Source: an optimization exercise on an open RTL-to-GDS flow (aim: small area, a short achievable clock period and few clock cycles per item). Production flows keep margins and buffers that such runs may drop.
At most, simulation tests tie the RTL to the original design; equivalence was not proved.
Function not checked in runs 1 to 3 and 7: the RTL went through the layout flow alone.
Power is estimated from default activity; no workload was simulated.

## flow/design.v (module list and top-level ports; edited modules follow where they fit)
// module mspc_cfg_regs: 75 lines
// module mspc_inc_pi: 46 lines
// module mspc_shape: 28 lines
// module mspc_mul3: 1387 lines
// module motor_speed_pi_pid_control_core: 214 lines
module motor_speed_pi_pid_control_core #(
    parameter int SAMPLE_WIDTH   = 16,
    parameter int GAIN_FRAC_BITS = 8,
    parameter int ACC_WIDTH      = 48
) (
    input  wire logic                                   i_clk,
    input  wire logic                                   i_rst_n,
    input  wire logic                                   i_s_axis_tvalid,
    output      logic                                   o_s_axis_tready,
    input  wire logic [((2*SAMPLE_WIDTH+1+7)/8)*8-1:0]  i_s_axis_tdata,
    output      logic                                   o_m_axis_tvalid,
    input  wire logic                                   i_m_axis_tready,
    output      logic [mspc_pkg::OUT_DATA_W-1:0]        o_m_axis_tdata,
    input  wire logic                                   i_cfg_we,
    input  wire logic [mspc_pkg::CFG_ADDR_W-1:0]        i_cfg_addr,
    input  wire logic [mspc_pkg::CFG_DATA_W-1:0]        i_cfg_wdata
);
  // ...
==> flow/flow/run.sh <==
#!/bin/bash
set -euo pipefail
MARGIN=${MARGIN:-14.5}
sed 's/yosys synth -nofsm -noshare/yosys synth -nofsm -noshare -noabc/' synth_recipe.tcl > synth_noabc.tcl
bash standard.sh SYNTH_SCRIPT="$PWD/synth_noabc.tcl" SYNTH_OPERATIONS_ARGS=-booth SETUP_SLACK_MARGIN=$MARGIN \
    "BUFFER_PORTS_ARGS=-buffer_cell sky130_fd_sc_hd__buf_2" finish > standard_flow.log 2>&1
==> flow/standard.sh <==
#!/bin/bash
# synth_recipe.tcl (not shown) runs the flow's synth.tcl, then flattens the netlist and writes it again
# the make line also repeats each setting of config.mk as NAME=value (left out here)
make -C /OpenROAD-flow-scripts/flow DESIGN_CONFIG=/design/flow/config.mk WORK_HOME=/design/flow/orfs CLKGATE_MAP_FILE= SYNTH_SCRIPT=/design/flow/synth_recipe.tcl "${@:-finish}"
==> flow/config.mk <==
export PLATFORM = sky130hd
export DESIGN_NAME = motor_speed_pi_pid_control_core
export DESIGN_NICKNAME = motor_speed_pi_pid_control_core
export VERILOG_FILES = /design/flow/design.v
export SDC_FILE = /design/flow/constraint.sdc
export NUM_CORES = 4
export LEC_CHECK = 0
export ABC_AREA = 1
export CAP_MARGIN = 20
export CORE_MARGIN = 2
export CORE_UTILIZATION = 55
export PLACE_DENSITY = 0.7
export SLEW_MARGIN = 20
==> flow/constraint.sdc <==
create_clock -name core_clock -period 20.0 [get_ports {i_clk}]
set_input_delay 4.0000 -clock core_clock [delete_from_list [all_inputs] [get_ports {i_clk}]]
set_output_delay 4.0000 -clock core_clock [all_outputs]
set_load 0.01 [all_outputs]
==> metrics.yaml, run 1 <==
p_leak_nw: 21.3
grt_use_met1_pct: 42.1
antenna_found_initial: 0
powerClk_mw: 0.860
yosys.area_share.simple_pct: 10.9
crit_start: "r2_a[0]"
cts_buffers: 45
internal-power_mw: 2.04
design.seq.count: 392
port_buffers: 75
boundaryPins: 90
top_regs: "u_inc.o_acc: 48 flops, r2_a: 34 flops, r2_b: 34 flops"
syn2layout_area_growth_pct: 13.7
ys_types: 47
viasPerCell: 6.23
p_comb_mw: 1.48
totalPowerFinal_mw: 3.37
dieWidth_um: 268
stdcell_area_um2: 43400
largestClassByArea: "multi-input gates"
p_comb_share_pct: 43.8
tightestPinTransition_ps: 1130
critPathMaxStageDelay_ps: 590
worstSetupStartpointType: "register"
holdPathStages: 0
status: "finished clean"
multi_input_comb_cells: 3178
synth-seq-cells: 392
==> inputs of run 2 (changes only) <==
==> flow/flow/run.sh (replaced) <==
#!/bin/bash
set -euo pipefail
MARGIN=${MARGIN:-15}
sed 's/yosys synth -nofsm -noshare/yosys synth -nofsm -noshare -noabc/' synth_recipe.tcl > synth_noabc.tcl
bash standard.sh SYNTH_SCRIPT="$PWD/synth_noabc.tcl" SYNTH_OPERATIONS_ARGS=-booth SETUP_SLACK_MARGIN=$MARGIN \
    "BUFFER_PORTS_ARGS=-buffer_cell sky130_fd_sc_hd__buf_2" finish > standard_flow.log 2>&1
==> run 2 against run 1 <==
Net effect: clock-buffer cell count decreased by 6; sequential share of layout area decreased by 2.0 points; wire length increased by 20%; global-route usage increased by 5.7 points; core utilization increased by 7.0 points; via count increased by 9.7%; worst setup slack got worse by 170 ps; register-to-register slack got worse by 170 ps; critical path type unchanged; critical endpoint is now r_od[10]; largest cell class unchanged; largest power group unchanged; highest routed layer is now met5.
==> metrics.yaml, run 2 <==
syn_avg_cell_area_um2: 9.01
layout_commonest_cell: "nand2_1"
grt_pass1_vias: 34426
grt_usage_pct: 39.4
worstPathMaxFanout: 8
clkLatencyLatePin_ps: 620
drive_gt1_share_pct: 26.3
ys_top_cells_by_count: "nand2_1, xor2_1, fa_1"
arrival_ps: 6010
clock-root-buffer: "clkbuf_16"
synth_warnings: 3
vias: 35766
synth_top_cell_by_area: "fa_1"
htreeDepth: 2
overflow: 0
status: "finished clean"
top_regs: "u_inc.o_acc: 48 flops, r2_a: 34 flops, r2_b: 34 flops"
clock_skew_ps: 55.6
finalHoldViolations: 0
ir_drop_mv: 0.0763
synthCells: 4240
largest_reg_flops: 48
initial_core_util_pct: 55.6
yosysSeqAreaShare_pct: 24.6
cts_buffers: 44  # -2.2%
synth.most_common_cell: "nand2_1"
placed_area_um2: 39300
synth_area_leaders: "fa_1, dfxtp_1, edfxtp_1"
worstSetupPathType: "register to register"
maxSlewViolCount: 0
worst_hold_startpoint: "r1_run"
place_hpwl_um: 88100
top_register: "u_inc.o_acc"
postRouteAntennaNets: 0
clk_pin_slew_ps: 60
dieWidth_um: 268  # unchanged
cts_tree: "built"
cap_violations: 0
place_congestion: 1.01
grt_first_pass_wirelength_um: 210000
antenna_found_initial: 1  # +1
drtIter0Drc: 5247
post-route-period-util_pct: 28.2
ys_async_sr_fraction_pct: 0
clock-sinks: 392
min_path_type: "register to register"
tightestPinTransition_ps: 1210  # +71.7 ps
worstSetupStartpointType: "register"
clk_path_buf_depth: 3
synth-seq-cells: 392  # unchanged
rows: 96
final_nets: 5251
slew_headroom_pct: 19.4
grt_setup_unrepaired: "yes"
synth_top_area_share_pct: 23.7
setup_tns_ps: 0
synth-edff-count: 156
fmax_mhz: 178
grt_max_degree: 102
netlist_area_um2: 38200
setup_violations: 0
end_kind: "register"
port_buffers: 75  # unchanged
stdcell_area_um2: 48200  # +11%
period_needed_ps: 5630
drc: 0
ys_types: 47  # unchanged
boundaryPins: 90  # unchanged
drt-total-wl_um: 146000
viasPerCell: 6.53  # +4.9%
synth_flop_cell: "dfxtp_1"
cp.required_ps: 20370
die-area_um2: 71600
p_leak_nw: 22.9  # +7.4%
fill_cells: 4865
critPathMaxStageDelay_ps: 430  # -160 ps
firstDrtPassIters: 13
core-area_um2: 68700
power_density_nw_per_um2: 76.5
layout_common_cells: "nand2_1, xor2_1, o22ai_1, inv_1, fa_1"
slowest_stage: "fa_2"
r2r_start: "r2_b[0]"
crit_start: "r2_b[0]"
syn2layout_area_growth_pct: 26.2
wl_per_cell_um: 26.7
die_h_um: 268
[run 2: cell counts after synthesis]
No cell type changed its count.
[run 2: timing repair]
| action | 4_1_cts | 5_1_grt |
|---|---|---|
| buffers inserted | 210 | 99 |
| setup endpoints to repair | 221 | 158 |
| gates cloned | 30 | 1 |
| hold buffers | 0 | 0 |
| gates resized for setup | 577 | 374 |
| pin swaps | 226 | 268 |
[run 2: where the power goes]
part | internal, mW | total (mW) | switching [mW] | leakage, nW
logic | 0.752 | 1.78 | 1.02 | 18.5
registers | 0.959 | 1.05 | 0.0870 | 3.64
clock network | 0.495 | 0.864 | 0.369 | 0.758
total | 2.21 | 3.69 | 1.48 | 22.9
[run 2: path summary, 6_finish.rpt]
check	end	slack (ps)	cells after the start
worst max register to register	r_od[10]	14370	30
worst min-delay path	r2_run	410	0
worst max-delay path	r_od[10]	14370	30
worst min register to register	r2_run	410	0
[run 2: worst max-delay path, delay by kind of cell (launching register included)]
kind / cells / cell delay, ps
adders and majority gates: 6 / 1870
DFF: 1 / 370
and+or+nand+nor: 13 / 1620
xor gates and xnor gates: 2 / 460
buffers and inverters: 5 / 580
AOI/OAI and AO/OA: 4 / 480
[run 2: final cells by class]
| type | instances | area, um^2 | share of cell area (%) |
|---|---|---|---|
| tap | 931 | 1160 | 2.42 |
| timing repair buffer | 454 | 4580 | 9.51 |
| clock buffer | 55 | 1220 | 2.54 |
| antenna | 1 | 2.50 | 0.00519 |
| clock inverter | 27 | 309 | 0.641 |
| sequential | 392 | 9500 | 19.7 |
| inverter | 435 | 1840 | 3.82 |
| timing repair inverter | 1 | 7.51 | 0.0156 |
| multi-input combinational | 3178 | 29600 | 61.4 |
[run 2: cell families after synthesis]
family | synth area share (%)
buffers and inverters | 6.93
multiplexers | 0.0786
AO/OA/AOI/OAI | 15.0
adder cells (fa/ha/maj) | 31.2
flip-flops | 24.6
AND/OR/NAND/NOR | 10.9
XOR/XNOR | 11.3
other | 0.00982
[run 2: through the flow]
step                setup slack [ps]  hold WS, ps  total power [mW]  utilization [%]  std cells
floorplan                      14850          400              1.90                -       4246
global placement               13110          403              2.26             57.2       5050
detailed placement             13100          406              2.29             57.2       5050
CTS                            14500          413              3.42             66.6       5372
global route                   14120          433              3.83             70.2       5473
finish                         14370          415              3.69             70.2       5474
[run 2: per-layer routing]
metal / GRT usage (%) / part of all wire (%) / vias to the layer above
met4: 26.7 / 9.3 / 4
met5: 0 / 0.083 / -
met2: 59.7 / 43 / 2814
met3: 14.8 / 14 / 933
met1: 46.4 / 34 / 17118
li1: - / - / 14897
==> inputs of run 3 (changes only) <==
==> flow/flow/run.sh (replaced) <==
#!/bin/bash
set -euo pipefail
MARGIN=${MARGIN:-14.5}
sed 's/yosys synth -nofsm -noshare/yosys synth -nofsm -noshare -noabc/' synth_recipe.tcl > synth_noabc.tcl
bash standard.sh SYNTH_SCRIPT="$PWD/synth_noabc.tcl" SYNTH_OPERATIONS_ARGS=-booth SETUP_SLACK_MARGIN=$MARGIN \
    "BUFFER_PORTS_ARGS=-buffer_cell sky130_fd_sc_hd__buf_2" finish > standard_flow.log 2>&1
--- a/flow/config.mk
+++ b/flow/config.mk
@@ -8,6 +8,6 @@
 export ABC_AREA = 1
 export CAP_MARGIN = 20
 export CORE_MARGIN = 2
-export CORE_UTILIZATION = 55
-export PLACE_DENSITY = 0.7
+export CORE_UTILIZATION = 65
+export PLACE_DENSITY = 0.8
 export SLEW_MARGIN = 20
==> run 3 against run 2 <==
Net effect: still clean on timing, DRC and antenna; sequential cell count unchanged; die area shrank 15%; clock power is 5.2% lower; total power is 9.8% lower; critical path depth is 4 higher; register-to-register slack lost 100 ps; global-route usage increased by 1.1 points; clock skew decreased by 25 ps; maximum frequency decreased by 1.7%; largest cell class unchanged; highest routed layer unchanged.
==> metrics.yaml, run 3 <==
status: "finished clean"
final-seq-area_um2: 9420  # -0.78%
grt_usage_pct: 40.5  # +1.1 points
drtIter0Drc: 4900  # -6.6%
power.switching_mw: 1.32  # -11%
clkPwrFrac_pct: 24.7  # +1.3 points
grt_first_pass_wirelength_um: 187000  # -11%
clock-sinks: 392  # unchanged
die-area_um2: 60700  # -15%
grt_max_degree: 102  # unchanged
fin_cells: 5066  # -7.5%
worstSetupPathType: "register to register"
p_leak_nw: 21.2  # -7.2%
boundaryPins: 90  # unchanged
drive_gt1_share_pct: 12.8  # -14 points
clk_pin_slew_ps: 60  # about the same
synth_area_leaders: "fa_1, dfxtp_1, edfxtp_1"
clk_path_buf_depth: 3  # unchanged
grt_setup_unrepaired: "yes"
period_needed_ps: 5730  # +100 ps
fill_cells: 3993  # -18%
cap_violations: 0  # unchanged
post-route-period-util_pct: 28.7  # +0.50 points
firstDrtPassIters: 9  # -4
synth-edff-count: 156  # unchanged
drt-total-wl_um: 128000  # -13%
syn_avg_cell_area_um2: 9.01  # unchanged
top_register: "u_inc.o_acc"
grt_pass1_vias: 32939  # -4.3%
overflow: 0  # unchanged
largest_reg_flops: 48  # unchanged
synth.most_common_cell: "nand2_1"
multi_input_area_um2: 27600  # -6.7%
worstSetupStartpointType: "register"
yosysSeqAreaShare_pct: 24.6  # unchanged
ys_top_cells_by_count: "nand2_1, xor2_1, fa_1"
layout_commonest_cell: "nand2_1"
top_regs: "u_inc.o_acc: 48 flops, r2_a: 34 flops, r2_b: 34 flops"
rows: 88  # -8.3%
place_congestion: 1.02  # +0.59%
clkLatencyLatePin_ps: 590  # -30 ps
vias: 34040  # -4.8%
initial_core_util_pct: 66.0  # +10 points
core-area_um2: 57900  # -16%
cp.required_ps: 20480  # +110 ps
cp_top_family: "adder cells"
ys_async_sr_fraction_pct: 0  # unchanged
synth_top_area_share_pct: 23.7  # unchanged
synth_flop_cell: "dfxtp_1"
antenna_found_initial: 2  # +1
viasPerCell: 6.72  # +2.8%
path_buf_inv: 5  # unchanged
port_buffers: 75  # unchanged
holdWs_ps: 432  # +17.3 ps
worstPathMaxFanout: 6  # -2
arrival_ps: 6210  # +200 ps
synth_top_cell_by_area: "fa_1"
netlist_area_um2: 38200  # unchanged
seqPwrFrac_pct: 31.1  # +2.7 points
die_h_um: 246  # -7.9%
min_path_type: "register to register"
pre_cts_ws_ps: 13150  # +49.7 ps
setup_tns_ps: 0  # unchanged
place_hpwl_um: 87200  # -1.1%
final_nets: 5014  # -4.5%
cts_buffers: 43  # -2.3%
setup_violations: 0  # unchanged
drc: 0  # unchanged
finalHoldViolations: 0  # unchanged
post-place-cells: 4882  # -3.3%
clock_skew_ps: 30.9  # -24.8 ps
final_util_pct: 74.1  # +3.9 points
power_density_nw_per_um2: 77.5  # +1.3%
cts_tree: "built"
htreeDepth: 2  # unchanged
synth-seq-cells: 392  # unchanged
critPathMaxStageDelay_ps: 610  # +180 ps
postRouteAntennaNets: 0  # unchanged
dieWidth_um: 246  # -7.9%
end_kind: "register"
diodes: 0  # -1
layout_common_cells: "nand2_1, xor2_1, fa_1, o22ai_1, inv_1"
wl_per_cell_um: 25.2  # -5.7%
post-route-worst-setup-slack_ps: 14270  # -100 ps
synth_warnings: 3  # unchanged
p_comb_share_pct: 44.3  # -3.9 points
cpMostUsedCell: "nand2_1"
ir_drop_mv: 0.0907  # +19%
slowest_stage: "fa_2"
synthCells: 4240  # unchanged
slew_headroom_pct: 20.7  # +1.4 points
fmax_mhz: 174  # -1.7%
ys_types: 47  # unchanged
syn2layout_area_growth_pct: 12.3
switching_share_pct: 39.8  # -0.32 points
tightestPinTransition_ps: 1180  # -20.6 ps
internal-power_mw: 2.00  # -9.3%
clock-root-buffer: "clkbuf_16"
maxSlewViolCount: 0  # unchanged
run 3: power groups by stage:
stage / logic [mW] / clock network, mW / registers [mW]
floorplan: 0.876 / 0 / 1.02
global placement: 1.19 / 0 / 1.04
detailed placement: 1.23 / 0 / 1.04
CTS: 1.31 / 0.821 / 1.03
global route: 1.58 / 0.852 / 1.04
finish: 1.47 / 0.819 / 1.03
run 3: timing repair:
| item | 4_1_cts | 5_1_grt |
|---|---|---|
| resized for setup | 194 | 193 |
| setup buffers | 48 | 44 |
| endpoints found under the setup margin | 139 | 125 |
| cloned | 8 | 7 |
| pin swaps | 37 | 61 |
| hold buffers | 0 | 0 |
run 3: final cells by class:
class / count / area share, %
flip-flops and latches: 392 / 22.0
clock buffers: 59 / 2.74
repair buffers: 216 / 4.11
clock inverters: 18 / 0.601
well taps: 765 / 2.23
multi-input cells: 3179 / 64.3
repair inverters: 2 / 0.0350
inverters: 435 / 4.03
run 3: cells by family (layout without fill, tap and decap cells):
| group | Yosys count | count (layout) | share of synthesized area [%] |
|---|---|---|---|
| and+or+nand+nor | 1006 | 1016 | 10.9 |
| AOI/OAI and AO/OA | 980 | 980 | 15.0 |
| buffers and inverters | 685 | 730 | 6.93 |
| adders and majority gates | 681 | 681 | 31.2 |
| xor gates and xnor gates | 492 | 492 | 11.3 |
| DFF | 392 | 392 | 24.6 |
| muxes | 3 | 3 | 0.0786 |
| other | 1 | 7 | 0.00982 |
run 3: worst paths after layout:
kind | depth (start not counted) | slack (ps) | from | to
setup / recovery | 34 | 14270 | r0_m[0] | r_i[14]
hold / removal | 0 | 430 | r1_run | r2_run
setup reg to reg | 34 | 14270 | r0_m[0] | r_i[14]
hold reg to reg | 0 | 430 | r1_run | r2_run
run 3: metal layers:
layer  global-route usage [%]  routed length [um]  part of all wire (%)
met1                     48.7               43600                    34
met5                        0                  39                 0.031
met3                     13.2               17200                    13
met4                     25.7               10000                   7.9
met2                     62.8               56900                    45
run 3: through the flow:
step	cell area, um^2	total power [mW]
4_1_cts	41600	3.15
3_3_place_gp	38900	2.23
5_1_grt	42900	3.48
6_report	42900	3.32
2_1_floorplan	38200	1.90
3_5_place_dp	38900	2.28
==> module mspc_shape, before the edit <==
module mspc_shape (
    input  wire logic [mspc_pkg::ACC_W-1:0]      i_src,
    input  wire logic [mspc_pkg::LIMIT_W-1:0]    i_limit,
    output      logic [mspc_pkg::DRIVE_W-1:0]    o_drive,
    output      logic                            o_clamped
);
    localparam int AW = mspc_pkg::ACC_W;
    logic              w_neg;
    logic [AW-9:0]     w_h;
    logic              w_r;
    logic              w_big;
    logic [15:0]       w_t;
    logic signed [16:0] w_t17;
    logic signed [16:0] w_l17;
    logic              w_over;
    logic [15:0]       w_lim16;
    assign w_neg   = i_src[AW-1];
    assign w_h     = i_src[AW-1:8];
    assign w_r     = w_neg & (|i_src[7:0]);
    assign w_big   = w_neg ? ~(&w_h[AW-9:15]) : (|w_h[AW-9:15]);
    assign w_t     = w_h[15:0] + {15'd0, w_r};
    assign w_t17   = {w_t[15], w_t};
    assign w_l17   = {2'b00, i_limit};
    assign w_over  = w_neg ? (w_t17 < -w_l17) : (w_t17 > w_l17);
    assign w_lim16 = {1'b0, i_limit};
    assign o_clamped = w_big | w_over;
    assign o_drive   = o_clamped ? (w_neg ? (~w_lim16 + 16'd1) : w_lim16) : w_t;
endmodule
==> module motor_speed_pi_pid_control_core, before the edit <==
module motor_speed_pi_pid_control_core #(
    parameter int SAMPLE_WIDTH   = 16,
    parameter int GAIN_FRAC_BITS = 8,
    parameter int ACC_WIDTH      = 48
) (
    input  wire logic                                   i_clk,
    input  wire logic                                   i_rst_n,
    input  wire logic                                   i_s_axis_tvalid,
    output      logic                                   o_s_axis_tready,
    input  wire logic [((2*SAMPLE_WIDTH+1+7)/8)*8-1:0]  i_s_axis_tdata,
    output      logic                                   o_m_axis_tvalid,
    input  wire logic                                   i_m_axis_tready,
    output      logic [mspc_pkg::OUT_DATA_W-1:0]        o_m_axis_tdata,
    input  wire logic                                   i_cfg_we,
    input  wire logic [mspc_pkg::CFG_ADDR_W-1:0]        i_cfg_addr,
    input  wire logic [mspc_pkg::CFG_DATA_W-1:0]        i_cfg_wdata
);
    localparam int EW = mspc_pkg::ERR_W;
    localparam int SW = mspc_pkg::SUM_W;
    localparam int AW = mspc_pkg::ACC_W;
    localparam int GW = mspc_pkg::GAIN_W;
    localparam int LW = mspc_pkg::LIMIT_W;
    logic          c_mode, c_swap;
    logic [GW-1:0] c_g1, c_g2, c_pos_ki;
    logic [LW-1:0] c_pwm_limit, c_int_limit;
    mspc_cfg_regs u_cfg (
        .i_clk            (i_clk),
        .i_rst_n          (i_rst_n),
        .i_cfg_we         (i_cfg_we),
        .i_cfg_addr       (i_cfg_addr),
        .i_cfg_wdata      (i_cfg_wdata),
        .o_mode           (c_mode),
        .o_swap           (c_swap),
        .o_g1             (c_g1),
        .o_g2             (c_g2),
        .o_pos_ki         (c_pos_ki),
        .o_pwm_limit      (c_pwm_limit),
        .o_integral_limit (c_int_limit)
    );
    logic r_en;          
    logic w_en;
    assign w_en            = r_en;
    assign o_s_axis_tready = r_en;
    logic          r0_v, r0_run;
    logic [15:0]   r0_t, r0_m;
    logic [EW-1:0] w_e;
    always_ff @(posedge i_clk) begin
        if (!i_rst_n) begin
            r0_v <= 1'b0;
        end else if (w_en) begin
            r0_v <= i_s_axis_tvalid;
        end
    end
    always_ff @(posedge i_clk) begin
        if (w_en) begin
            r0_t   <= i_s_axis_tdata[15:0];
            r0_m   <= i_s_axis_tdata[31:16];
            r0_run <= i_s_axis_tdata[32];
        end
    end
    logic          w_step0;
    logic [EW-1:0] r_pa, r_pb;         
    logic [15:0]   r_i;                
    logic [EW:0]   w_diff;
    logic [EW:0]   w_isum;
    logic [EW:0]   w_ilim;
    logic [15:0]   w_inext;
    assign w_e     = {r0_t[15], r0_t} - {r0_m[15], r0_m};
    assign w_step0 = w_en && r0_v && r0_run;
    assign w_diff  = {w_e[EW-1], w_e} - {r_pa[EW-1], r_pa};
    assign w_isum  = {{2{r_i[15]}}, r_i} + {w_e[EW-1], w_e};
    assign w_ilim  = {3'b000, c_int_limit};
    always_comb begin
        if ($signed(w_isum) > $signed(w_ilim)) begin
            w_inext = w_ilim[15:0];
        end else if ($signed(w_isum) < -$signed(w_ilim)) begin
            w_inext = 16'(-w_ilim);
        end else begin
            w_inext = w_isum[15:0];
        end
    end
    always_ff @(posedge i_clk) begin
        if (!i_rst_n) begin
            r_pa <= '0;
            r_pb <= '0;
        end else if (c_swap) begin
            r_pa <= r_pb;
            r_pb <= r_pa;
        end else if (w_step0) begin
            r_pa <= w_e;
        end
    end
    always_ff @(posedge i_clk) begin
        if (!i_rst_n) begin
            r_i <= '0;
        end else if (w_step0 && c_mode) begin
            r_i <= w_inext;
        end
    end
    logic          r1_v, r1_run;
    logic [EW:0]   r1_diff;
    always_ff @(posedge i_clk) begin
        if (!i_rst_n) begin
            r1_v <= 1'b0;
        end else if (w_en) begin
            r1_v <= r0_v;
        end
    end
    always_ff @(posedge i_clk) begin
        if (w_en) begin
            r1_diff <= w_diff;
            r1_run  <= r0_run;
        end
    end
    logic [GW-1:0] w_g3;
    logic [SW-1:0] w_pa, w_pb;
    assign w_g3 = c_mode ? c_pos_ki : '0;
    mspc_mul3 u_mul (
        .g1  (c_g1),
        .g2  (c_g2),
        .g3  (w_g3),
        .x1  (r1_diff),
        .x2  (r_pa),
        .x3  (r_i),
        .o_a (w_pa),
        .o_b (w_pb)
    );
    logic          r2_v, r2_run;
    logic [SW-1:0] r2_a, r2_b;
    logic [SW-1:0] w_s;
    always_ff @(posedge i_clk) begin
        if (!i_rst_n) begin
            r2_v <= 1'b0;
        end else if (w_en) begin
            r2_v <= r1_v;
        end
    end
    always_ff @(posedge i_clk) begin
        if (w_en) begin
            r2_a   <= w_pa;
            r2_b   <= w_pb;
            r2_run <= r1_run;
        end
    end
    logic          r3_v, r3_run;
    logic [AW-1:0] w_acc;
    mspc_inc_pi u_inc (
        .i_clk   (i_clk),
        .i_rst_n (i_rst_n),
        .i_step  (w_en && r2_v && r2_run && !c_mode),
        .i_a     (r2_a),
        .i_b     (r2_b),
        .o_sum   (w_s),
        .o_acc   (w_acc)
    );
    always_ff @(posedge i_clk) begin
        if (!i_rst_n) begin
            r3_v <= 1'b0;
        end else if (w_en) begin
            r3_v <= r2_v && !c_mode;
        end
    end
    always_ff @(posedge i_clk) begin
        if (w_en) begin
            r3_run <= r2_run;
        end
    end
    logic [AW-1:0] w_src;
    logic [15:0]   w_drive;
    logic          w_clamped;
    logic          w_fin_v, w_fin_run;
    logic [16:0]   w_res;
    assign w_src     = c_mode ? {{(AW-SW-8){w_s[SW-1]}}, w_s, 8'd0} : w_acc;
    assign w_fin_v   = c_mode ? r2_v : r3_v;
    assign w_fin_run = c_mode ? r2_run : r3_run;
    mspc_shape u_shape (
        .i_src     (w_src),
        .i_limit   (c_pwm_limit),
        .o_drive   (w_drive),
        .o_clamped (w_clamped)
    );
    assign w_res = w_fin_run ? {w_clamped, w_drive} : 17'd0;
    logic        r_ov, r_sv;
    logic [16:0] r_od, r_sd;
    logic        w_arrive, w_pop;
    assign w_arrive = w_en && w_fin_v;
    assign w_pop    = r_ov && i_m_axis_tready;
    always_ff @(posedge i_clk) begin
        if (!i_rst_n) begin
            r_ov    <= 1'b0;
            r_sv    <= 1'b0;
            r_en    <= 1'b1;
        end else begin
            if (!r_ov || w_pop) begin
                r_ov    <= r_sv || w_arrive;
                r_sv    <= 1'b0;
                r_en    <= 1'b1;
            end else if (w_arrive) begin
                r_sv    <= 1'b1;
                r_en    <= 1'b0;
            end
        end
    end
    always_ff @(posedge i_clk) begin
        if (!r_ov || w_pop) begin
            r_od <= r_sv ? r_sd : w_res;
        end
        if (w_arrive) begin
            r_sd <= w_res;
        end
    end
    assign o_m_axis_tvalid = r_ov;
    assign o_m_axis_tdata  = {7'd0, r_od};
endmodule
==> inputs of run 4 (changes only) <==
--- a/flow/design.v
+++ b/flow/design.v
@@ -149,26 +149,32 @@
     end
 endmodule
 module mspc_shape (
-    input  wire logic [mspc_pkg::ACC_W-1:0]      i_src,
+    input  wire logic                            i_mode,
+    input  wire logic [mspc_pkg::ACC_W-1:0]      i_acc,
+    input  wire logic [mspc_pkg::SUM_W-1:0]      i_raw,
     input  wire logic [mspc_pkg::LIMIT_W-1:0]    i_limit,
     output      logic [mspc_pkg::DRIVE_W-1:0]    o_drive,
     output      logic                            o_clamped
 );
     localparam int AW = mspc_pkg::ACC_W;
-    logic              w_neg;
-    logic [AW-9:0]     w_h;
-    logic              w_r;
-    logic              w_big;
+    localparam int SW = mspc_pkg::SUM_W;
+    logic              w_neg0, w_r0, w_big0;
+    logic [15:0]       w_t0;
+    assign w_neg0 = i_acc[AW-1];
+    assign w_r0   = w_neg0 & (|i_acc[7:0]);
+    assign w_big0 = w_neg0 ? ~(&i_acc[AW-1:23]) : (|i_acc[AW-1:23]);
+    assign w_t0   = i_acc[23:8] + {15'd0, w_r0};
+    logic              w_neg1, w_big1;
+    assign w_neg1 = i_raw[SW-1];
+    assign w_big1 = w_neg1 ? ~(&i_raw[SW-1:15]) : (|i_raw[SW-1:15]);
+    logic              w_neg, w_big, w_over;
     logic [15:0]       w_t;
     logic signed [16:0] w_t17;
     logic signed [16:0] w_l17;
-    logic              w_over;
     logic [15:0]       w_lim16;
-    assign w_neg   = i_src[AW-1];
-    assign w_h     = i_src[AW-1:8];
-    assign w_r     = w_neg & (|i_src[7:0]);
-    assign w_big   = w_neg ? ~(&w_h[AW-9:15]) : (|w_h[AW-9:15]);
-    assign w_t     = w_h[15:0] + {15'd0, w_r};
+    assign w_neg   = i_mode ? w_neg1 : w_neg0;
+    assign w_big   = i_mode ? w_big1 : w_big0;
+    assign w_t     = i_mode ? i_raw[15:0] : w_t0;
     assign w_t17   = {w_t[15], w_t};
     assign w_l17   = {2'b00, i_limit};
     assign w_over  = w_neg ? (w_t17 < -w_l17) : (w_t17 > w_l17);
@@ -1637,7 +1643,13 @@
     assign w_e     = {r0_t[15], r0_t} - {r0_m[15], r0_m};
     assign w_step0 = w_en && r0_v && r0_run;
     assign w_diff  = {w_e[EW-1], w_e} - {r_pa[EW-1], r_pa};
-    assign w_isum  = {{2{r_i[15]}}, r_i} + {w_e[EW-1], w_e};
+    logic [EW:0]   w_i18, w_t18, w_nm18, w_is_s, w_is_c;
+    assign w_i18   = {{2{r_i[15]}}, r_i};
+    assign w_t18   = {{2{r0_t[15]}}, r0_t};
+    assign w_nm18  = ~{{2{r0_m[15]}}, r0_m};
+    assign w_is_s  = w_i18 ^ w_t18 ^ w_nm18;
+    assign w_is_c  = (w_i18 & w_t18) | (w_i18 & w_nm18) | (w_t18 & w_nm18);
+    assign w_isum  = w_is_s + {w_is_c[EW-1:0], 1'b1};
     assign w_ilim  = {3'b000, c_int_limit};
     always_comb begin
         if ($signed(w_isum) > $signed(w_ilim)) begin
@@ -1734,16 +1746,16 @@
             r3_run <= r2_run;
         end
     end
-    logic [AW-1:0] w_src;
     logic [15:0]   w_drive;
     logic          w_clamped;
     logic          w_fin_v, w_fin_run;
     logic [16:0]   w_res;
-    assign w_src     = c_mode ? {{(AW-SW-8){w_s[SW-1]}}, w_s, 8'd0} : w_acc;
     assign w_fin_v   = c_mode ? r2_v : r3_v;
     assign w_fin_run = c_mode ? r2_run : r3_run;
     mspc_shape u_shape (
-        .i_src     (w_src),
+        .i_mode    (c_mode),
+        .i_acc     (w_acc),
+        .i_raw     (w_s),
         .i_limit   (c_pwm_limit),
         .o_drive   (w_drive),
         .o_clamped (w_clamped)
==> flow/flow/run.sh (replaced) <==
#!/bin/bash
set -euo pipefail
MARGIN=${MARGIN:-14.7}
sed 's/yosys synth -nofsm -noshare/yosys synth -nofsm -noshare -noabc/' synth_recipe.tcl > synth_noabc.tcl
bash standard.sh SYNTH_SCRIPT="$PWD/synth_noabc.tcl" SYNTH_OPERATIONS_ARGS=-booth SETUP_SLACK_MARGIN=$MARGIN \
    "BUFFER_PORTS_ARGS=-buffer_cell sky130_fd_sc_hd__buf_2" finish > standard_flow.log 2>&1
--- a/flow/config.mk
+++ b/flow/config.mk
@@ -8,6 +8,6 @@
 export ABC_AREA = 1
 export CAP_MARGIN = 20
 export CORE_MARGIN = 2
-export CORE_UTILIZATION = 65
-export PLACE_DENSITY = 0.8
+export CORE_UTILIZATION = 55
+export PLACE_DENSITY = 0.7
 export SLEW_MARGIN = 20
==> run 4 against run 3 <==
Net effect: still clean; worst setup slack improved by 420 ps; via count decreased by 1.5%; total power increased by 8.5%; wire length increased by 4.3%; register-to-register slack improved by 420 ps; design area increased by 3.0%; clock skew decreased by 8.9 ps; sequential power about the same; combinational power increased by 15%; maximum frequency increased by 7.9%; die area increased by 20%.
==> metrics.yaml, run 4 <==
initial_core_util_pct: 55.5  # -10 points
synth-edff-count: 156  # unchanged
netlist_area_um2: 38800  # +1.6%
clock-sinks: 392  # unchanged
largest_reg_flops: 48  # unchanged
dieWidth_um: 270  # +9.4%
viasPerCell: 6.24  # -7.2%
power_density_nw_per_um2: 81.6  # +5.3%
dr_wl_met3_um: 16800  # -2.4%
syn2layout_area_growth_pct: 13.9
synth.most_common_cell: "nand2_1"
setup_tns_ps: 0  # unchanged
maxSlewViolCount: 0  # unchanged
p_comb_share_pct: 46.8  # +2.5 points
grt_setup_unrepaired: "yes"
slew_headroom_pct: 30.4  # +9.7 points
ir_drop_mv: 0.0831  # -8.4%
internal-power_mw: 2.15  # +7.7%
place_congestion: 0.979  # -3.9%
timing.rr.end: "r2_b[16]"
post-route-period-util_pct: 26.6  # -2.1 points
cp.required_ps: 20340  # -140 ps
fmax_mhz: 188  # +7.9%
clock-root-buffer: "clkbuf_16"
tightestPinTransition_ps: 1040  # -141 ps
grt_usage_pct: 33.9  # -6.6 points
worstSetupStartpointType: "register"
finalHoldViolations: 0  # unchanged
synth_area_leaders: "fa_1, dfxtp_1, edfxtp_1"
status: "finished clean"
arrival_ps: 5650  # -560 ps
antenna_found_initial: 2  # unchanged
firstDrtPassIters: 8  # -1
layout_common_cells: "nand2_1, fa_1, xor2_1, inv_1, o22ai_1"
drt-total-wl_um: 133000  # +4.3%
grt_pass1_vias: 32665  # -0.83%
ys_async_sr_fraction_pct: 0  # unchanged
final_util_pct: 63.3  # -11 points
vias: 33533  # -1.5%
clk_pin_slew_ps: 60  # about the same
cap_violations: 0  # unchanged
syn_avg_cell_area_um2: 8.96  # -0.57%
drtIter0Drc: 4254  # -13%
worstSetupPathType: "register to register"
port_buffers: 75  # unchanged
r2r_setup_slack_ps: 14690  # +420 ps
final_nets: 5160  # +2.9%
clkPwrFrac_pct: 24.7  # about the same
clock_skew_ps: 22.0  # -8.88 ps
grt_first_pass_wirelength_um: 189000  # +1.3%
die_h_um: 270  # +9.4%
placed_area_um2: 39900  # +2.4%
htreeDepth: 2  # unchanged
end_kind: "register"
p_leak_nw: 21.9  # +3.4%
period_needed_ps: 5310  # -419 ps
synth_warnings: 3  # unchanged
switching_share_pct: 40.3  # +0.41 points
rows: 97  # +10%
endpoint: "r2_b[16]"
diodes: 0  # unchanged
top_register: "u_inc.o_acc"
cts_hold_buf: 0  # unchanged
synthCells: 4334  # +2.2%
layout_commonest_cell: "nand2_1"
stdcell_area_um2: 44200  # +3.0%
drc: 0  # unchanged
ff2ff_path_depth: 14  # -59%
grt_max_degree: 102  # unchanged
r2r_start: "u_cfg.o_g2[5]"
cts_tree: "built"
postRouteAntennaNets: 0  # unchanged
top_regs: "u_inc.o_acc: 48 flops, r2_a: 34 flops, r2_b: 34 flops"
min_path_type: "register to register"
place_hpwl_um: 89500  # +2.7%
clkLatencyLatePin_ps: 610  # +20 ps
drive_gt1_share_pct: 14.1  # +1.4 points
wl_met1_um: 45900  # +5.5%
holdPathStages: 0  # unchanged
boundaryPins: 90  # unchanged
synth-seq-cells: 392  # unchanged
setup_violations: 0  # unchanged
yosysSeqAreaShare_pct: 24.2  # -0.40 points
die-area_um2: 72700  # +20%
power.switching_mw: 1.45  # +9.6%
totalPowerFinal_mw: 3.61  # +8.5%
worstPathMaxFanout: 17  # +11
seqPwrFrac_pct: 28.5  # -2.6 points
wl_per_cell_um: 24.8  # -1.8%
ys_types: 52  # +11%
fill_cells: 5758  # +44%
cts_buffers: 46  # +7.0%
clk_path_buf_depth: 3  # unchanged
synth_flop_cell: "dfxtp_1"
synth_top_cell_by_area: "fa_1"
core-area_um2: 69900  # +21%
top_layer: "met5"
routed-wl-met2_um: 58100  # +2.1%
crit_start: "u_cfg.o_g2[5]"
overflow: 0  # unchanged
synth_top_area_share_pct: 24.2  # +0.44 points
ys_top_cells_by_count: "nand2_1, fa_1, xor2_1"
## run 4: cell count changes after synthesis, moves of 9 or more
cell / delta
nand3_1: +45
inv_1: +35
buf_1: -23
fa_1: +16
nand2_1: +9
o21ai_1: -13
nor2_1: +28
a221oi_1: -9
clkbuf_1: +11
clkinv_1: +14
a21oi_1: -35
xor2_1: -27
xnor2_1: +27
## run 4: logic make-up (layout without fill, tap and decap cells)
group	count (synthesis)	count (layout)	share of synthesized area, %
AOI/OAI and AO/OA	922	922	14.0
xor gates and xnor gates	492	492	11.1
adders and majority gates	696	696	31.5
buffers and inverters	726	822	7.26
DFF	392	392	24.2
other	1	7	0.00966
and+or+nand+nor	1105	1106	11.9
## run 4: layer usage
| layer | vias to the layer above | GRT usage, % |
|---|---|---|
| li1 | 14658 | - |
| met1 | 15916 | 40.8 |
| met2 | 2208 | 54.0 |
| met3 | 745 | 10.1 |
| met4 | 6 | 19.3 |
| met5 | - | 0.526 |
## run 4: worst min path at each step
stage                      start  endpoint
after floorplan           r1_run    r2_run
after global placement    r1_run    r2_run
after detailed placement  r1_run    r2_run
after CTS                 r1_run    r2_run
after global routing      r1_run    r2_run
final                     r1_run    r2_run
## run 4: layout make-up
class                      instances  area, um^2  area share, %
multi-input combinational       3223       27700           62.7
sequential                       392        9470           21.4
timing repair buffer             251        2290           5.17
inverter                         480        1940           4.39
clock buffer                      61        1250           2.82
tap                              940        1180           2.66
clock inverter                    24         353          0.798
timing repair inverter             6        37.5         0.0849
## run 4: timing repair
action,CTS,global route
buffers inserted,39,63
pin swaps,17,74
gates cloned,1,23
setup endpoints to repair,132,141
resized for setup,181,233
## run 4: per-stage QoR
stage,instances,hold slack (ps),setup WS [ps]
2_1_floorplan,4340,400,14720
3_3_place_gp,5166,403,13220
3_5_place_dp,5166,407,13120
4_1_cts,5291,421,14680
5_1_grt,5377,432,14540
6_report,5377,421,14690
## run 4: critical path: stages, from the launching register on
cell and delay, ps:
dfxtp_4 390, buf_12 180, nor2_1 180, inv_1 80
nand2_1 90, buf_8 230, o22ai_1 120, xor2_1 200
fa_2 460, fa_1 500, fa_2 580, fa_2 500
fa_1 460, fa_2 630, fa_1 420
## run 4: power by group through the flow
stage	Sequential, mW	Combinational (mW)	Clock, mW
after floorplan	1.02	0.967	0
after global placement	1.04	1.36	0
after detailed placement	1.04	1.40	0
after CTS	1.03	1.49	0.897
after global routing	1.04	1.82	0.931
final	1.03	1.69	0.890
Testbench counts of run 4, summed over its fixed seeds: cycles 19,416, items 19,200.
==> inputs of run 5 (changes only) <==
==> flow/flow/run.sh (replaced) <==
#!/bin/bash
set -euo pipefail
MARGIN=${MARGIN:-14.5}
sed 's/yosys synth -nofsm -noshare/yosys synth -nofsm -noshare -noabc/' synth_recipe.tcl > synth_noabc.tcl
bash standard.sh SYNTH_SCRIPT="$PWD/synth_noabc.tcl" SYNTH_OPERATIONS_ARGS=-booth SETUP_SLACK_MARGIN=$MARGIN \
    "BUFFER_PORTS_ARGS=-buffer_cell sky130_fd_sc_hd__buf_2" finish > standard_flow.log 2>&1
==> run 5 against run 4 <==
Net effect: still clean on timing, DRC and antenna; global-route usage is 0.13 points higher; sequential cell count stayed put; die area stayed put; worst setup slack lost 170 ps; wire length is 4.0% lower; combinational power down 6%; synthesized area did not move; cell count decreased by 0.93%; critical path depth decreased by 2; via count down 0.82%; sequential power hardly changed.
==> metrics.yaml, run 5 <==
status: "finished clean"
top_regs: "u_inc.o_acc: 48 flops, r2_a: 34 flops, r2_b: 34 flops"
slew_headroom_pct: 27.2  # -3.2 points
worstPathMaxFanout: 18  # +1
synthCells: 4334  # unchanged
postRouteAntennaNets: 0  # unchanged
path_buf_inv: 1  # -2
viasPerCell: 6.24  # +0.11%
grt_first_pass_wirelength_um: 190000  # +0.44%
setup_tns_ps: 0  # unchanged
internal-power_mw: 2.07  # -4.1%
clock_skew_ps: 15.5  # -6.50 ps
syn2layout_area_growth_pct: 11.1
switching_share_pct: 40.5  # +0.20 points
synth-seq-cells: 392  # unchanged
synth_flop_cell: "dfxtp_1"
die-area_um2: 72700  # unchanged
power.switching_mw: 1.40  # -3.2%
crit_path_cell_trace: "nand2_1, clkinv_4, nand2_4, nor2_1, o22ai_2, ha_1, fa_1, fa_1, fa_1, fa_1, fa_1, fa_2"
drtIter0Drc: 3910  # -8.1%
end_kind: "register"
clk_pin_slew_ps: 60  # about the same
vias: 33259  # -0.82%
drive_gt1_share_pct: 11.5  # -2.6 points
maxSlewViolCount: 0  # unchanged
cts_hold_buf: 0  # unchanged
grt_pass1_vias: 32961  # +0.91%
clock-sinks: 392  # unchanged
ys_top_cells_by_count: "nand2_1, fa_1, xor2_1"
rows: 97  # unchanged
clock-root-buffer: "clkbuf_16"
cp.required_ps: 20320  # -20 ps
synth_top_area_share_pct: 24.2  # unchanged
top_register: "u_inc.o_acc"
synth-edff-count: 156  # unchanged
fin_cells: 5327  # -0.93%
arrival_ps: 5810  # +160 ps
min_path_type: "register to register"
antenna_found_initial: 1  # -1
cap_violations: 0  # unchanged
finalHoldViolations: 0  # unchanged
critPathMaxStageDelay_ps: 590  # -40 ps
drc: 0  # unchanged
ys_async_sr_fraction_pct: 0  # unchanged
ys_types: 52  # unchanged
worstSetupPathType: "register to register"
diodes: 0  # unchanged
firstDrtPassIters: 7  # -1
slowest_stage: "fa_1"
period_needed_ps: 5490  # +173 ps
cts_tree: "built"
clkPwrFrac_pct: 24.5  # -0.2 points
clkLatencyLatePin_ps: 600  # about the same
p_leak_nw: 21.6  # -1.7%
cts_buffers: 45  # -2.2%
layout_common_cells: "nand2_1, fa_1, xor2_1, inv_1, o22ai_1"
overflow: 0  # unchanged
post-place-cells: 5167  # +0.019%
cp_top_family: "adder cells"
grt_usage_pct: 34.0  # +0.13 points
drt-total-wl_um: 128000  # -4.0%
clk_path_buf_depth: 3  # unchanged
power_density_nw_per_um2: 80.5  # -1.3%
boundaryPins: 90  # unchanged
setup_violations: 0  # unchanged
core-area_um2: 69900  # unchanged
fmax_mhz: 182  # -3.2%
dieWidth_um: 270  # unchanged
largest_reg_flops: 48  # unchanged
initial_core_util_pct: 55.5  # unchanged
grt_setup_unrepaired: "yes"
yosysSeqAreaShare_pct: 24.2  # unchanged
die_h_um: 270  # unchanged
grt_max_degree: 102  # unchanged
synth_top_cell_by_area: "fa_1"
layout_commonest_cell: "nand2_1"
synth_warnings: 3  # unchanged
worstSetupStartpointType: "register"
p_comb_share_pct: 45.9  # -0.9 points
place_congestion: 1.02  # +4.2%
totalPowerFinal_mw: 3.47  # -3.7%
synth.most_common_cell: "nand2_1"
cpMostUsedCell: "fa_1"
port_buffers: 75  # unchanged
wl_per_cell_um: 24.0  # -3.1%
post-route-period-util_pct: 27.4  # +0.87 points
htreeDepth: 2  # unchanged
seqPwrFrac_pct: 29.6  # +1.1 points
final_util_pct: 61.7  # -1.6 points
tightestPinTransition_ps: 1090  # +44.1 ps
place_hpwl_um: 89500  # about the same
syn_avg_cell_area_um2: 8.96  # unchanged
synth_area_leaders: "fa_1, dfxtp_1, edfxtp_1"
netlist_area_um2: 38800  # unchanged
ir_drop_mv: 0.0823  # -0.90%
final_nets: 5112  # -0.93%
## run 5: power groups by stage
stage	Clock [mW]	Sequential, mW	Combinational (mW)
floorplan	0	1.02	0.967
global placement	0	1.04	1.35
detailed placement	0	1.04	1.38
CTS	0.860	1.02	1.46
global route	0.890	1.03	1.74
finish	0.852	1.03	1.59
## run 5: metal layers
metal	part of all wire [%]	vias up	wire [um]	track usage, %
li1	-	14559	-	-
met1	36	15852	46200	40.9
met2	45	2234	57100	53.8
met3	12	612	15100	9.97
met4	7.4	2	9450	20.8
met5	0.052	-	66	0.526
## run 5: worst paths after layout
kind	startpoint	endpoint	slack, ps	cells after the start
setup / recovery	u_cfg.o_pos_ki[1]	r2_b[16]	14510	12
hold / removal	r1_run	r2_run	440	0
setup reg to reg	u_cfg.o_pos_ki[1]	r2_b[16]	14510	12
hold reg to reg	r1_run	r2_run	440	0
## run 5: cell type report
| cell class | count | area [um^2] |
|---|---|---|
| clock buffer | 61 | 1280 |
| fill | 5936 | 26800 |
| clock inverter | 21 | 250 |
| tap | 940 | 1180 |
| timing repair inverter | 3 | 20.0 |
| timing repair buffer | 207 | 1700 |
| multi-input combinational | 3223 | 27300 |
| sequential | 392 | 9430 |
| inverter | 480 | 1930 |
## run 5: metrics by stage
stage / setup slack [ps] / instance area (um^2) / hold slack, ps
finish: 14510 / 43100 / 444
global route: 14390 / 43100 / 461
floorplan: 14610 / 38900 / 400
global placement: 13270 / 39900 / 401
detailed placement: 13170 / 39900 / 426
CTS: 14500 / 42000 / 438
## run 5: kinds of logic after synthesis
logic type / share of synthesized area, %
simple gates: 11.9
other cells: 0.00966
buf+inv: 7.26
xor+xnor: 11.1
fa+ha+maj: 31.5
flops: 24.2
compound gates: 14.0
## run 5: what timing repair did
| item | in CTS | in global routing |
|---|---|---|
| setup buffers | 24 | 46 |
| endpoints found under the setup margin | 128 | 121 |
| resized for setup | 99 | 185 |
| gates cloned | 1 | 7 |
| pin swaps | 11 | 37 |
==> inputs of run 6 (changes only) <==
==> flow/flow/run.sh (replaced) <==
#!/bin/bash
set -euo pipefail
MARGIN=${MARGIN:-14.7}
sed 's/yosys synth -nofsm -noshare/yosys synth -nofsm -noshare -noabc/' synth_recipe.tcl > synth_noabc.tcl
bash standard.sh SYNTH_SCRIPT="$PWD/synth_noabc.tcl" SYNTH_OPERATIONS_ARGS=-booth SETUP_SLACK_MARGIN=$MARGIN \
    "BUFFER_PORTS_ARGS=-buffer_cell sky130_fd_sc_hd__buf_2" finish > standard_flow.log 2>&1
--- a/flow/config.mk
+++ b/flow/config.mk
@@ -8,6 +8,6 @@
 export ABC_AREA = 1
 export CAP_MARGIN = 20
 export CORE_MARGIN = 2
-export CORE_UTILIZATION = 55
-export PLACE_DENSITY = 0.7
+export CORE_UTILIZATION = 45
+export PLACE_DENSITY = 0.6
 export SLEW_MARGIN = 20
==> run 6 against run 5 <==
Net effect: core utilization down 9.5 points; synthesized cell count did not move; maximum frequency increased by 3.4%; critical endpoint is now r2_b[17]; wire length is 6.0% higher; die area increased by 22%; global-route usage shrank 5.1 points; largest cell class unchanged; sequential cell count did not move; register-to-register slack gained 180 ps.
==> metrics.yaml, run 6 <==
worstSetupStartpointType: "register"
overflow: 0  # unchanged
firstDrtPassIters: 8  # +1
port_buffers: 75  # unchanged
synthCells: 4334  # unchanged
grt_pass1_vias: 32085  # -2.7%
end_kind: "register"
vias: 33063  # -0.59%
internal-power_mw: 2.11  # +2.0%
worstPathMaxFanout: 16  # -2
grt_setup_unrepaired: "yes"
synth_top_cell_by_area: "fa_1"
arrival_ps: 5650  # -160 ps
final_nets: 5159  # +0.92%
top_regs: "u_inc.o_acc: 48 flops, r2_a: 34 flops, r2_b: 34 flops"
synth-edff-count: 156  # unchanged
clock_skew_ps: 21.6  # +6.15 ps
p_leak_nw: 22.0  # +2.0%
boundaryPins: 90  # unchanged
wl_per_cell_um: 24.3  # +1.2%
ys_types: 52  # unchanged
setup_tns_ps: 0  # unchanged
cap_violations: 0  # unchanged
grt_max_degree: 103  # +0.98%
timing.rr.end: "r2_b[17]"
maxSlewViolCount: 0  # unchanged
fmax_mhz: 188  # +3.4%
r2r_start: "u_cfg.o_g2[5]"
synth-seq-cells: 392  # unchanged
crit_start: "u_cfg.o_g2[5]"
clkLatencyLatePin_ps: 620  # +20 ps
synth_top_area_share_pct: 24.2  # unchanged
htreeDepth: 2  # unchanged
min_path_type: "register to register"
clkPwrFrac_pct: 24.8  # +0.3 points
place_hpwl_um: 92700  # +3.5%
dieWidth_um: 298  # +10%
ff2ff_path_depth: 14  # +2
syn_avg_cell_area_um2: 8.96  # unchanged
cts_buffers: 45  # unchanged
cts_hold_buf: 0  # unchanged
clock-root-buffer: "clkbuf_16"
syn2layout_area_growth_pct: 14.6
clk_pin_slew_ps: 60  # about the same
power.switching_mw: 1.43  # +1.9%
stdcell_area_um2: 44500  # +3.2%
synth_flop_cell: "dfxtp_1"
power_density_nw_per_um2: 79.5  # -1.2%
r2r_setup_slack_ps: 14690  # +180 ps
synth.most_common_cell: "nand2_1"
cp.required_ps: 20340  # +20 ps
layout_commonest_cell: "nand2_1"
setup_violations: 0  # unchanged
antenna_found_initial: 2  # +1
rows: 107  # +10%
core-area_um2: 85300  # +22%
ys_async_sr_fraction_pct: 0  # unchanged
die-area_um2: 88600  # +22%
seqPwrFrac_pct: 29.4  # -0.2 points
clk_path_buf_depth: 3  # unchanged
grt_first_pass_wirelength_um: 195000  # +2.6%
period_needed_ps: 5310  # -179 ps
tightestPinTransition_ps: 1080  # -7.96 ps
top_register: "u_inc.o_acc"
placed_area_um2: 40100  # +0.60%
cts_tree: "built"
final_util_pct: 52.2  # -9.5 points
synth_area_leaders: "fa_1, dfxtp_1, edfxtp_1"
status: "finished clean"
clock-sinks: 392  # unchanged
endpoint: "r2_b[17]"
fill_cells: 7813  # +32%
yosysSeqAreaShare_pct: 24.2  # unchanged
post-route-period-util_pct: 26.5  # -0.89 points
postRouteAntennaNets: 0  # unchanged
netlist_area_um2: 38800  # unchanged
ys_top_cells_by_count: "nand2_1, fa_1, xor2_1"
slew_headroom_pct: 27.8  # +0.51 points
place_congestion: 0.951  # -6.8%
drtIter0Drc: 3143  # -20%
drc: 0  # unchanged
finalHoldViolations: 0  # unchanged
largest_reg_flops: 48  # unchanged
worstSetupPathType: "register to register"
die_h_um: 298  # +10%
layout_common_cells: "nand2_1, fa_1, xor2_1, inv_1, o22ai_1"
drive_gt1_share_pct: 14.2  # +2.7 points
drt-total-wl_um: 136000  # +6.0%
viasPerCell: 5.93  # -5.1%
ir_drop_mv: 0.0739  # -10%
synth_warnings: 3  # unchanged
initial_core_util_pct: 45.5  # -10 points
p_comb_share_pct: 45.8  # about the same
switching_share_pct: 40.4  # about the same
grt_usage_pct: 28.8  # -5.1 points
diodes: 0  # unchanged
## run 6: cell counts after synthesis
Identical to the previous run, type by type.
## run 6: how the worst min path moves through the flow
stage / from / end / cells after the start
6_report: r1_run / r2_run / 0
5_1_grt: r1_run / r2_run / 0
4_1_cts: r1_run / r2_run / 0
3_5_place_dp: r1_run / r2_run / 0
3_3_place_gp: r1_run / r2_run / 0
2_1_floorplan: r1_run / r2_run / 0
## run 6: worst max-delay path, cell delays in order, from the launching register on
cell and delay [ps]:
dfxtp_4 440, buf_12 200, nand2_2 130, nand2_1 110, o21ai_2 70, buf_12 170, o22ai_1 150, xor2_1 290
fa_1 490, fa_1 490, fa_1 610, fa_1 460, fa_1 460, fa_1 490, fa_1 470
## run 6: timing repair
item | CTS | global route
gates resized for setup | 216 | 205
endpoints found under the hold margin | 0 | 0
cloned | 3 | 16
buffers inserted | 43 | 65
pin swaps | 19 | 62
endpoints found under the setup margin | 173 | 128
## run 6: layer usage
metal  GRT usage, %  routed length (um)  share of wire, %  up-vias
li1               -                   -                 -    14669
met1           35.9               50400                37    15950
met2           45.7               61200                45     1894
met3           7.45               14200                10      548
met4           15.9                9820               7.2        2
met5              0                  13            0.0096        -
## run 6: layout make-up
cell class	count	area [um^2]	share of cell area [%]
multi-input combinational	3223	27700	62.2
inverter	480	2000	4.50
sequential	392	9470	21.3
tap	1144	1430	3.22
timing repair buffer	254	2310	5.19
clock buffer	59	1320	2.98
timing repair inverter	3	22.5	0.0506
clock inverter	25	260	0.585
## run 6: stage by stage
step	worst slack, ps	hold WS [ps]	std cells	total power, mW
final	14690	432	5580	3.54
after global routing	14610	429	5580	3.75
after CTS	14700	422	5499	3.43
after detailed placement	13140	405	5369	2.44
after global placement	13160	403	5369	2.42
after floorplan	14720	400	4340	1.98
## run 6: kinds of logic after synthesis
| family | after synthesis | share of synthesized area, % |
|---|---|---|
| DFF | 392 | 24.2 |
| AOI/OAI and AO/OA | 922 | 14.0 |
| buffers and inverters | 726 | 7.26 |
| xor gates and xnor gates | 492 | 11.1 |
| other | 1 | 0.00966 |
| and+or+nand+nor | 1105 | 11.9 |
| adders and majority gates | 696 | 31.5 |
## run 6: power by group through the flow
stage / sequential (mW) / clock (mW) / combinational (mW)
floorplan: 1.02 / 0 / 0.967
global placement: 1.04 / 0 / 1.38
detailed placement: 1.04 / 0 / 1.40
CTS: 1.03 / 0.897 / 1.50
global route: 1.05 / 0.927 / 1.77
finish: 1.04 / 0.879 / 1.62
==> inputs of run 7 (changes only) <==
--- a/flow/design.v
+++ b/flow/design.v
@@ -1617,8 +1617,7 @@
     assign w_en            = r_en;
     assign o_s_axis_tready = r_en;
     logic          r0_v, r0_run;
-    logic [15:0]   r0_t, r0_m;
-    logic [EW-1:0] w_e;
+    logic [EW-1:0] r0_e;
     always_ff @(posedge i_clk) begin
         if (!i_rst_n) begin
             r0_v <= 1'b0;
@@ -1628,8 +1627,8 @@
     end
     always_ff @(posedge i_clk) begin
         if (w_en) begin
-            r0_t   <= i_s_axis_tdata[15:0];
-            r0_m   <= i_s_axis_tdata[31:16];
+            r0_e   <= {i_s_axis_tdata[15], i_s_axis_tdata[15:0]}
+                    - {i_s_axis_tdata[31], i_s_axis_tdata[31:16]};
             r0_run <= i_s_axis_tdata[32];
         end
     end
@@ -1640,16 +1639,9 @@
     logic [EW:0]   w_isum;
     logic [EW:0]   w_ilim;
     logic [15:0]   w_inext;
-    assign w_e     = {r0_t[15], r0_t} - {r0_m[15], r0_m};
     assign w_step0 = w_en && r0_v && r0_run;
-    assign w_diff  = {w_e[EW-1], w_e} - {r_pa[EW-1], r_pa};
-    logic [EW:0]   w_i18, w_t18, w_nm18, w_is_s, w_is_c;
-    assign w_i18   = {{2{r_i[15]}}, r_i};
-    assign w_t18   = {{2{r0_t[15]}}, r0_t};
-    assign w_nm18  = ~{{2{r0_m[15]}}, r0_m};
-    assign w_is_s  = w_i18 ^ w_t18 ^ w_nm18;
-    assign w_is_c  = (w_i18 & w_t18) | (w_i18 & w_nm18) | (w_t18 & w_nm18);
-    assign w_isum  = w_is_s + {w_is_c[EW-1:0], 1'b1};
+    assign w_diff  = {r0_e[EW-1], r0_e} - {r_pa[EW-1], r_pa};
+    assign w_isum  = {{2{r_i[15]}}, r_i} + {r0_e[EW-1], r0_e};
     assign w_ilim  = {3'b000, c_int_limit};
     always_comb begin
         if ($signed(w_isum) > $signed(w_ilim)) begin
@@ -1668,7 +1660,7 @@
             r_pa <= r_pb;
             r_pb <= r_pa;
         end else if (w_step0) begin
-            r_pa <= w_e;
+            r_pa <= r0_e;
         end
     end
     always_ff @(posedge i_clk) begin
--- a/flow/config.mk
+++ b/flow/config.mk
@@ -8,6 +8,6 @@
 export ABC_AREA = 1
 export CAP_MARGIN = 20
 export CORE_MARGIN = 2
-export CORE_UTILIZATION = 45
-export PLACE_DENSITY = 0.6
+export CORE_UTILIZATION = 55
+export PLACE_DENSITY = 0.7
 export SLEW_MARGIN = 20
==> run 7 against run 6 <==
Net effect: register-to-register slack improved by 40 ps; via count decreased by 1.5%; wire length fell by 9.0%; die area decreased by 19%; sequential share of layout area fell by 0.51 points; worst setup slack got worse by 92 ps; sequential cell count fell by 15; clock-buffer cell count shrank 2; non-clock buffer count increased by 7; still clean on timing, DRC and antenna.
==> metrics.yaml, run 7 <==
grt_first_pass_wirelength_um: 180000  # -7.5%
viasPerCell: 6.12  # +3.2%
grt_busiest_layer: "met2"
crit_start: "i_s_axis_tdata[3]"
cp.required_ps: 20460  # +120 ps
synth_flop_cell: "dfxtp_1"
wl_per_cell_um: 23.1  # -4.7%
status: "finished clean"
synth_top_area_share_pct: 23.7  # -0.44 points
clk_pin_slew_ps: 60  # about the same
vias: 32583  # -1.5%
clock-sinks: 377  # -3.8%
layout_common_cells: "nand2_1, xor2_1, fa_1, inv_1, o22ai_1"
cap_violations: 0  # unchanged
synthCells: 4298  # -0.83%
stdcell_area_um2: 43400  # -2.4%
firstDrtPassIters: 7  # -1
setup_violations: 0  # unchanged
layout_commonest_cell: "nand2_1"
internal-power_mw: 2.06  # -2.3%
overflow: 0  # unchanged
setup_tns_ps: 0  # unchanged
top_register: "u_inc.o_acc"
antenna_found_initial: 0  # -2
grt_pass1_vias: 31104  # -3.1%
seqPwrFrac_pct: 28.5  # -0.9 points
worstSetupStartpointType: "primary input"
top_regs: "u_inc.o_acc: 48 flops, r2_a: 34 flops, r2_b: 34 flops"
end_kind: "register"
multi_input_area_um2: 27500  # -0.71%
worstPathMaxFanout: 3  # -13
syn_avg_cell_area_um2: 8.89  # -0.80%
place_hpwl_um: 86200  # -7.0%
largest_reg_flops: 48  # unchanged
grt_use_met1_pct: 43.2  # +7.2 points
drc: 0  # unchanged
clock_skew_ps: 29.8  # +8.16 ps
clkPwrFrac_pct: 23.3  # -1.5 points
postRouteAntennaNets: 0  # unchanged
power.switching_mw: 1.46  # +1.9%
holdWs_ps: 427  # -4.88 ps
synth_area_leaders: "fa_1, dfxtp_1, edfxtp_1"
critPathMaxStageDelay_ps: 420  # -190 ps
synth.most_common_cell: "nand2_1"
crit_path_cell_trace: "buf_2, ha_4, nand2_1, nand2_2, a31oi_4, inv_2, a221oi_4, inv_2, a21oi_2, nor2_1, nor2_1, fa_1, inv_1"
synth_top_cell_by_area: "fa_1"
min_path_type: "register to register"
grt_max_degree: 105  # +1.9%
fmax_mhz: 185  # -1.7%
met2_usage_pct: 51.2  # +5.5 points
netlist_area_um2: 38200  # -1.6%
diodes: 0  # unchanged
r2r_start: "u_cfg.o_g2[5]"
fill_cells: 5752  # -26%
maxSlewViolCount: 0  # unchanged
finalHoldViolations: 0  # unchanged
slew_headroom_pct: 26.3  # -1.4 points
p_comb_share_pct: 48.2  # +2.4 points
die_h_um: 268  # -10%
ys_top_cells_by_count: "nand2_1, xor2_1, fa_1"
clock-root-buffer: "clkbuf_16"
cts_buffers: 44  # -2.2%
switching_share_pct: 41.4  # +1.0 points
htreeDepth: 2  # unchanged
cts_tree: "built"
power_density_nw_per_um2: 81.0  # +1.8%
grtUsageMet3_pct: 7.08  # -0.37 points
drtIter0Drc: 3637  # +16%
synth_warnings: 3  # unchanged
yosysSeqAreaShare_pct: 23.5  # -0.78 points
worst_hold_startpoint: "r1_run"
synth-edff-count: 141  # -9.6%
arrival_ps: 5860  # +210 ps
ir_drop_mv: 0.0677  # -8.3%
tightestPinTransition_ps: 1100  # +23.8 ps
period_needed_ps: 5400  # +92.4 ps
drt-total-wl_um: 123000  # -9.0%
core-area_um2: 68700  # -19%
post-route-period-util_pct: 27.0  # +0.46 points
placed_area_um2: 39200  # -2.3%
grt_setup_unrepaired: "yes"
cts_hold_buf: 0  # unchanged
synth-seq-cells: 377  # -3.8%
ys_async_sr_fraction_pct: 0  # unchanged
worstSetupPathType: "primary input to register"
ys_types: 56  # +7.7%
clkLatencyLatePin_ps: 600  # -20 ps
syn2layout_area_growth_pct: 13.7
initial_core_util_pct: 55.6  # +10 points
clk_path_buf_depth: 3  # unchanged
boundaryPins: 90  # unchanged
place_congestion: 0.997  # +4.8%
dieWidth_um: 268  # -10%
p_leak_nw: 21.8  # -0.88%
port_buffers: 75  # unchanged
drive_gt1_share_pct: 14.7  # +0.43 points
die-area_um2: 71600  # -19%
grt_usage_pct: 33.1  # +4.3 points
slowest_stage: "fa_1"
rows: 96  # -10%
final_nets: 5106  # -1.0%
final-seq-area_um2: 9020  # -4.7%
## run 7: metal layers
| metal | vias up | part of all wire [%] |
|---|---|---|
| met1 | 15679 | 38 |
| li1 | 14580 | - |
| met3 | 411 | 11 |
| met2 | 1913 | 44 |
| met5 | - | 0 |
| met4 | 0 | 7.0 |
## run 7: power groups by stage
stage          clock (mW)  sequential (mW)  combinational [mW]
2_1_floorplan           0            0.996               0.959
3_3_place_gp            0             1.01                1.37
3_5_place_dp            0             1.01                1.41
4_1_cts             0.832            0.997                1.56
5_1_grt             0.861             1.01                1.86
6_report            0.819             1.00                1.70
## run 7: cell families (layout without fill, tap and decap cells)
kind of cell	count (synthesis)	in the layout	share of synthesized area, %
flops	377	377	23.5
buf+inv	720	809	7.48
mux	1	2	0.0295
simple gates	1109	1111	12.3
other cells	1	7	0.00982
fa+ha+maj	681	681	31.2
xor+xnor	493	493	11.3
compound gates	916	916	14.2
## run 7: worst max-delay path: cells and delay by family
kind | cells | cell delay (ps)
compound gates | 3 | 560
fa+ha+maj | 2 | 670
buf+inv | 4 | 310
simple gates | 4 | 310
## run 7: metrics by stage
| stage | utilization [%] | power (mW) | std cells | worst slack, ps |
|---|---|---|---|---|
| CTS | 60.8 | 3.39 | 5243 | 14590 |
| finish | 63.2 | 3.52 | 5327 | 14600 |
| floorplan | - | 1.96 | 4304 | 14050 |
| global route | 63.2 | 3.73 | 5327 | 14490 |
| global placement | 57.0 | 2.38 | 5108 | 12950 |
| detailed placement | 57.0 | 2.42 | 5108 | 12890 |
## run 7: path summary, 6_finish.rpt
kind / slack (ps) / end / depth (start not counted)
max: 14600 / r0_e[14] / 13
min: 430 / r2_run / 0
max reg2reg: 14730 / r2_b[20] / 14
min reg2reg: 430 / r2_run / 0
## run 7: area by class of cell
type / instances / share of cell area, %
inverters: 466 / 4.30
multi-input cells: 3210 / 63.3
clock buffers: 57 / 2.86
repair inverters: 1 / 0.0173
flip-flops and latches: 377 / 20.8
repair buffers: 261 / 5.56
clock inverters: 24 / 0.542
well taps: 931 / 2.68
## run 7: repair_timing
action | in CTS | in global routing
setup endpoints to repair | 125 | 133
pin swaps | 29 | 68
setup buffers | 51 | 68
cloned | 3 | 16
resized for setup | 154 | 224

afterwards: timing with drivers on the ports:
How much do the figures lean on ideal ports? The routed layouts below were timed once more, with nothing changed but the port constraints. Step 1: set_driving_cell puts a clkbuf_16 on i_clk and a buf_2 on each other input, an assumption about the parent block. Step 2 also shifts input and output timing later by t, the mid clock arrival at the registers, as if the neighbouring blocks saw the same clock. Three values: ideal, step 1, step 2; two values: the first two.
| run | t (ns) | slack for setup (ns) | hold slack, ns | latest minus earliest clock arrival (ns) | slew at the worst register clock pin (ns) |
|---|---|---|---|---|---|
| run 1 | 0.646 | 14.537 / 14.537 / 14.023 | 0.423 / 0.423 / 0.423 | 0.034 / 0.034 | 0.06 / 0.06 |
| run 2 | 0.660 | 14.367 / 14.367 / 14.367 | 0.415 / 0.415 / 0.415 | 0.056 / 0.056 | 0.07 / 0.07 |
| run 3 | 0.644 | 14.267 / 14.267 / 14.017 | 0.432 / 0.432 / 0.432 | 0.032 / 0.032 | 0.07 / 0.07 |
| run 4 | 0.663 | 14.686 / 14.686 / 14.222 | 0.421 / 0.421 / 0.421 | 0.023 / 0.022 | 0.06 / 0.06 |
| run 5 | 0.659 | 14.513 / 14.513 / 14.021 | 0.444 / 0.444 / 0.444 | 0.018 / 0.017 | 0.07 / 0.07 |
| run 6 | 0.672 | 14.692 / 14.692 / 14.152 | 0.432 / 0.432 / 0.432 | 0.022 / 0.022 | 0.08 / 0.08 |
| run 7 | 0.657 | 14.599 / 14.614 / 13.957 | 0.427 / 0.427 / 0.427 | 0.030 / 0.030 | 0.07 / 0.07 |
After both steps setup and hold are still met in every run listed. The setup slack of run 7, which loses most, moves by +0.015 ns with the drivers and by -0.642 ns with both steps.
